From an optimization exercise on the open Yosys and OpenROAD flow, aimed at small area and a short achievable clock period; shortcuts taken in it are not production practice. RTL that was checked went through simulation tests only; none was proved equivalent to the original. Power is estimated from default activity; no workload was simulated.

## neuron_pe
module neuron_pe
(
	input  logic     clock,
	input  logic     reset,
	input  logic [2:0]  ctrl,
	input  logic        output_ctrl,
	input  logic [31:0] data_in,
	output logic [31:0] data_out,
	output logic     data_out_valid
);
make LEC_CHECK=0 CAP_MARGIN=20 CORE_MARGIN=2 CORE_UTILIZATION=40 CTS_BUF_LIST=sky130_fd_sc_hd__clkbuf_8 CTS_CLUSTER_DIAMETER=50 CTS_CLUSTER_SIZE=20 SETUP_SLACK_MARGIN=4.5 SLEW_MARGIN=20 TNS_END_PERCENT=1 finish   # period 8.0 ns
run.sh (not shown) runs the stock make flow with config.mk's settings and CLKGATE_MAP_FILE= SYNTH_SCRIPT=/design/flow/synth_recipe.tcl, a recipe that flattens the netlist after the stock synthesis.
The baseline ran to the end with no violations.
Rerun with:
==> flow/config.mk (replaced) <==
export PLATFORM = sky130hd
export DESIGN_NAME = neuron_pe
export DESIGN_NICKNAME = neuron_pe
export VERILOG_FILES = /design/flow/design.v
export SDC_FILE = /design/flow/constraint.sdc
export NUM_CORES = 4
export LEC_CHECK = 0
export CAP_MARGIN = 20
export CORE_MARGIN = 2
export CORE_UTILIZATION = 60
export SETUP_SLACK_MARGIN = 4.2
export SLEW_MARGIN = 20
export TNS_END_PERCENT = 10
The new run ran to the end with no violations.
Global-route usage went up by 11 points.
Wire length is about the same.
Area after synthesis does not change.
Core utilization went up by 23 points.
Total power went up by 13%.
Worst setup slack degrades by 0.12 ns.
Critical path depth went up by 1.
Non-clock buffer count went up by 9.
Fmax went down by 3.0%.
Worst hold slack improves by 0.0076 ns.
Clock skew went down by 0.027 ns.
Rerun with:
--- a/flow/config.mk
+++ b/flow/config.mk
@@ -8,6 +8,6 @@
 export CAP_MARGIN = 20
 export CORE_MARGIN = 2
-export CORE_UTILIZATION = 60
+export CORE_UTILIZATION = 40
+export CTS_BUF_LIST = sky130_fd_sc_hd__clkbuf_4 sky130_fd_sc_hd__clkbuf_8
 export SETUP_SLACK_MARGIN = 4.2
 export SLEW_MARGIN = 20
-export TNS_END_PERCENT = 10
What happened: Count of clock-buffer cells in the layout went up by 86; design area went up by 1.3%; via count went up by 0.43%.
No functional check of the RTL was part of any run of this note.

---

Another version of the RTL of neuron_pe (not shown whole).
For scale: about 2900 cells after synthesis, about 1000 flip-flops, ~71 I/O pins, ~45000 um2 of cells after synthesis.
export LEC_CHECK = 0
export CAP_MARGIN = 20
export CORE_MARGIN = 2
export CORE_UTILIZATION = 55
export CTS_BUF_LIST = sky130_fd_sc_hd__clkbuf_8
export CTS_CLUSTER_DIAMETER = 50
export CTS_CLUSTER_SIZE = 20
export SETUP_SLACK_MARGIN = 4.5
export SLEW_MARGIN = 20
export TNS_END_PERCENT = 1
create_clock -name core_clock -period 8.0 [get_ports {clock}]
standard.sh (not shown) runs the stock make flow with config.mk's settings and CLKGATE_MAP_FILE= SYNTH_SCRIPT=/design/flow/synth_recipe.tcl, a recipe that flattens the netlist after the stock synthesis.
==> flow/flow/run.sh <==
#!/bin/bash
# Layout flow: the standard layout (standard.sh, ORFS), with
# - the pins of the combinational input-to-output path placed next to each
#   other (flow/io_group.tcl, run just before ORFS places the pins);
# - plain buffers (buf_2) as the port buffers, which the resizer then sizes,
#   instead of the delay cells buffer_ports picks by default.
set -euo pipefail
here=$(pwd)
cts="-sink_clustering_enable -repair_clock_nets -sink_clustering_size 20 -sink_clustering_max_diameter 50 -buf_list sky130_fd_sc_hd__clkbuf_8 -dont_use_dummy_load"
bash standard.sh finish \
	PRE_IO_PLACEMENT_TCL="$here/flow/io_group.tcl" \
	CTS_ARGS="$cts" \
	BUFFER_PORTS_ARGS="-inputs -outputs -buffer_cell sky130_fd_sc_hd__buf_2" \
	> "$here/standard.log" 2>&1
==> flow/flow/io_group.tcl <==
# The only input-to-output path, ctrl and output_ctrl to data_out_valid,
# is purely combinational; keep its five pins next to each other so that
# their port buffers and the gate between them sit together.
set_io_pin_constraint -group -order -pin_names {ctrl[0] ctrl[1] ctrl[2] output_ctrl data_out_valid}
Rerun with:
==> flow/flow/run.sh (replaced) <==
#!/bin/bash
# Layout flow: the standard layout (standard.sh, ORFS), with the pins
# of the combinational input-to-output path placed next to each other
# (flow/io_group.tcl, run just before ORFS places the pins).
set -euo pipefail
here=$(pwd)
bash standard.sh finish PRE_IO_PLACEMENT_TCL="$here/flow/io_group.tcl" > "$here/standard.log" 2>&1
- CORE_UTILIZATION: 55 -> 40
After rerunning: Routed wire length drops slightly. Worst setup slack gets better by 0.021 ns. Clock skew went down by 0.069 ns.
Rerun with:
==> flow/flow/run.sh (replaced) <==
#!/bin/bash
# Layout flow: the standard layout (standard.sh, ORFS), with
# - the pins of the combinational input-to-output path placed next to each
#   other (flow/io_group.tcl, run just before ORFS places the pins);
# - plain buffers (buf_2) as the port buffers, which the resizer then sizes,
#   instead of the delay cells buffer_ports picks by default.
set -euo pipefail
here=$(pwd)
cts="-sink_clustering_enable -repair_clock_nets -sink_clustering_size 20 -sink_clustering_max_diameter 50 -buf_list sky130_fd_sc_hd__clkbuf_8 -dont_use_dummy_load"
bash standard.sh finish \
	PRE_IO_PLACEMENT_TCL="$here/flow/io_group.tcl" \
	CTS_ARGS="$cts" \
	BUFFER_PORTS_ARGS="-inputs -outputs -buffer_cell sky130_fd_sc_hd__buf_2" \
	> "$here/standard.log" 2>&1
- CAP_MARGIN: 20 -> 0
- SLEW_MARGIN: 20 -> 0
Final area goes down by about 3.3%.
Worst setup slack degrades by 0.011 ns.
First-iteration DRC count goes down by about 0.9%.
Flip-flop and latch count is unchanged.
Register-to-register slack improves by 0.06 ns.
Total power goes down by 9.0%.
Sequential share of layout area goes up by 2.0 points.
Die area is unchanged.
Clock power goes down by 24%.
Via count goes down by about 0.7%.
Count of clock-buffer cells in the layout goes down by 1.
Rerun with:
==> flow/flow/run.sh (replaced) <==
#!/bin/bash
# Layout flow: the standard layout (standard.sh, ORFS), with the pins
# of the combinational input-to-output path placed next to each other
# (flow/io_group.tcl, run just before ORFS places the pins).
set -euo pipefail
here=$(pwd)
bash standard.sh finish PRE_IO_PLACEMENT_TCL="$here/flow/io_group.tcl" > "$here/standard.log" 2>&1
- CAP_MARGIN: 0 -> 20
- CTS_CLUSTER_DIAMETER: 50 -> 40
- CTS_CLUSTER_SIZE: 20 -> 30
- SLEW_MARGIN: 0 -> 20
Effect: The changed run passed the timing, DRC and antenna checks; maximum frequency increases by 0.34%; die area does not change; worst setup slack improved by 0.012 ns; utilization increases by 2.1 points.
Rerun with:
==> flow/run.sh (new file) <==
#!/bin/bash
# synth_recipe.tcl (not shown) runs the flow's synth.tcl, then flattens the netlist and writes it again
# the make line also repeats each setting of config.mk as NAME=value (left out here)
make -C /OpenROAD-flow-scripts/flow DESIGN_CONFIG=/design/flow/config.mk WORK_HOME=/design/flow/orfs CLKGATE_MAP_FILE= SYNTH_SCRIPT=/design/flow/synth_recipe.tcl finish
- CTS_CLUSTER_DIAMETER: 40 -> 50
- CTS_CLUSTER_SIZE: 30 -> 20
removed: flow/flow/run.sh
removed: flow/flow/io_group.tcl
removed: flow/standard.sh
=> The changed run finished clean. Clock-buffer cell count drops by 37. Clock power drops by about a fifth. Non-clock buffer count drops by 3. Register-to-register slack improves by 0.08 ns. Synthesized cell count does not change. Sequential share of layout area climbs by 0.89 points.

## static timing again, ports no longer ideal
In the flow no input, the clock included, has a driving cell. The finished layouts below were timed again as built, in two steps. Step 1, drivers: a clkbuf_16 drives clock and a buf_2 each remaining input, both assumed. Step 2 adds t to the input delays and takes it off the output delays; t is the mean of the earliest and latest rising clock arrival at the registers after step 1. Input paths then give back, and output paths get back, about the clock's delay inside the block. a / b / c = no drivers / after step 1 / after step 2; a / b = the first two.
run	t (ns)	slack for setup (ns)	clock arrival spread, ns	worst register clock-pin slew, ns	worst slew at a driven data input, ns
the first run of note 1	0.835	4.177 / 4.127 / 3.595	0.062 / 0.062	0.11 / 0.11	0.08
the second run of note 1	0.728	4.060 / 4.035 / 3.718	0.036 / 0.036	0.07 / 0.07	0.12
the third run of note 1	0.911	4.124 / 4.074 / 3.502	0.065 / 0.065	0.07 / 0.07	0.12
the first run of note 2	0.774	4.281 / 4.259 / 3.813	0.137 / 0.138	0.11 / 0.11	0.09
the second run of note 2	0.853	4.302 / 4.264 / 3.606	0.078 / 0.077	0.11 / 0.11	0.15
the third run of note 2	0.804	4.291 / 4.243 / 3.787	0.168 / 0.168	0.11 / 0.11	0.11
the fourth run of note 2	0.891	4.303 / 4.264 / 3.613	0.047 / 0.047	0.10 / 0.10	0.14
the fifth run of note 2	0.846	4.295 / 4.255 / 3.583	0.071 / 0.071	0.12 / 0.12	0.10
After both steps every run listed still meets setup and hold. The setup slack of the fifth run of note 2, which loses most, moves by -0.040 ns with the drivers and by -0.712 ns with both steps.
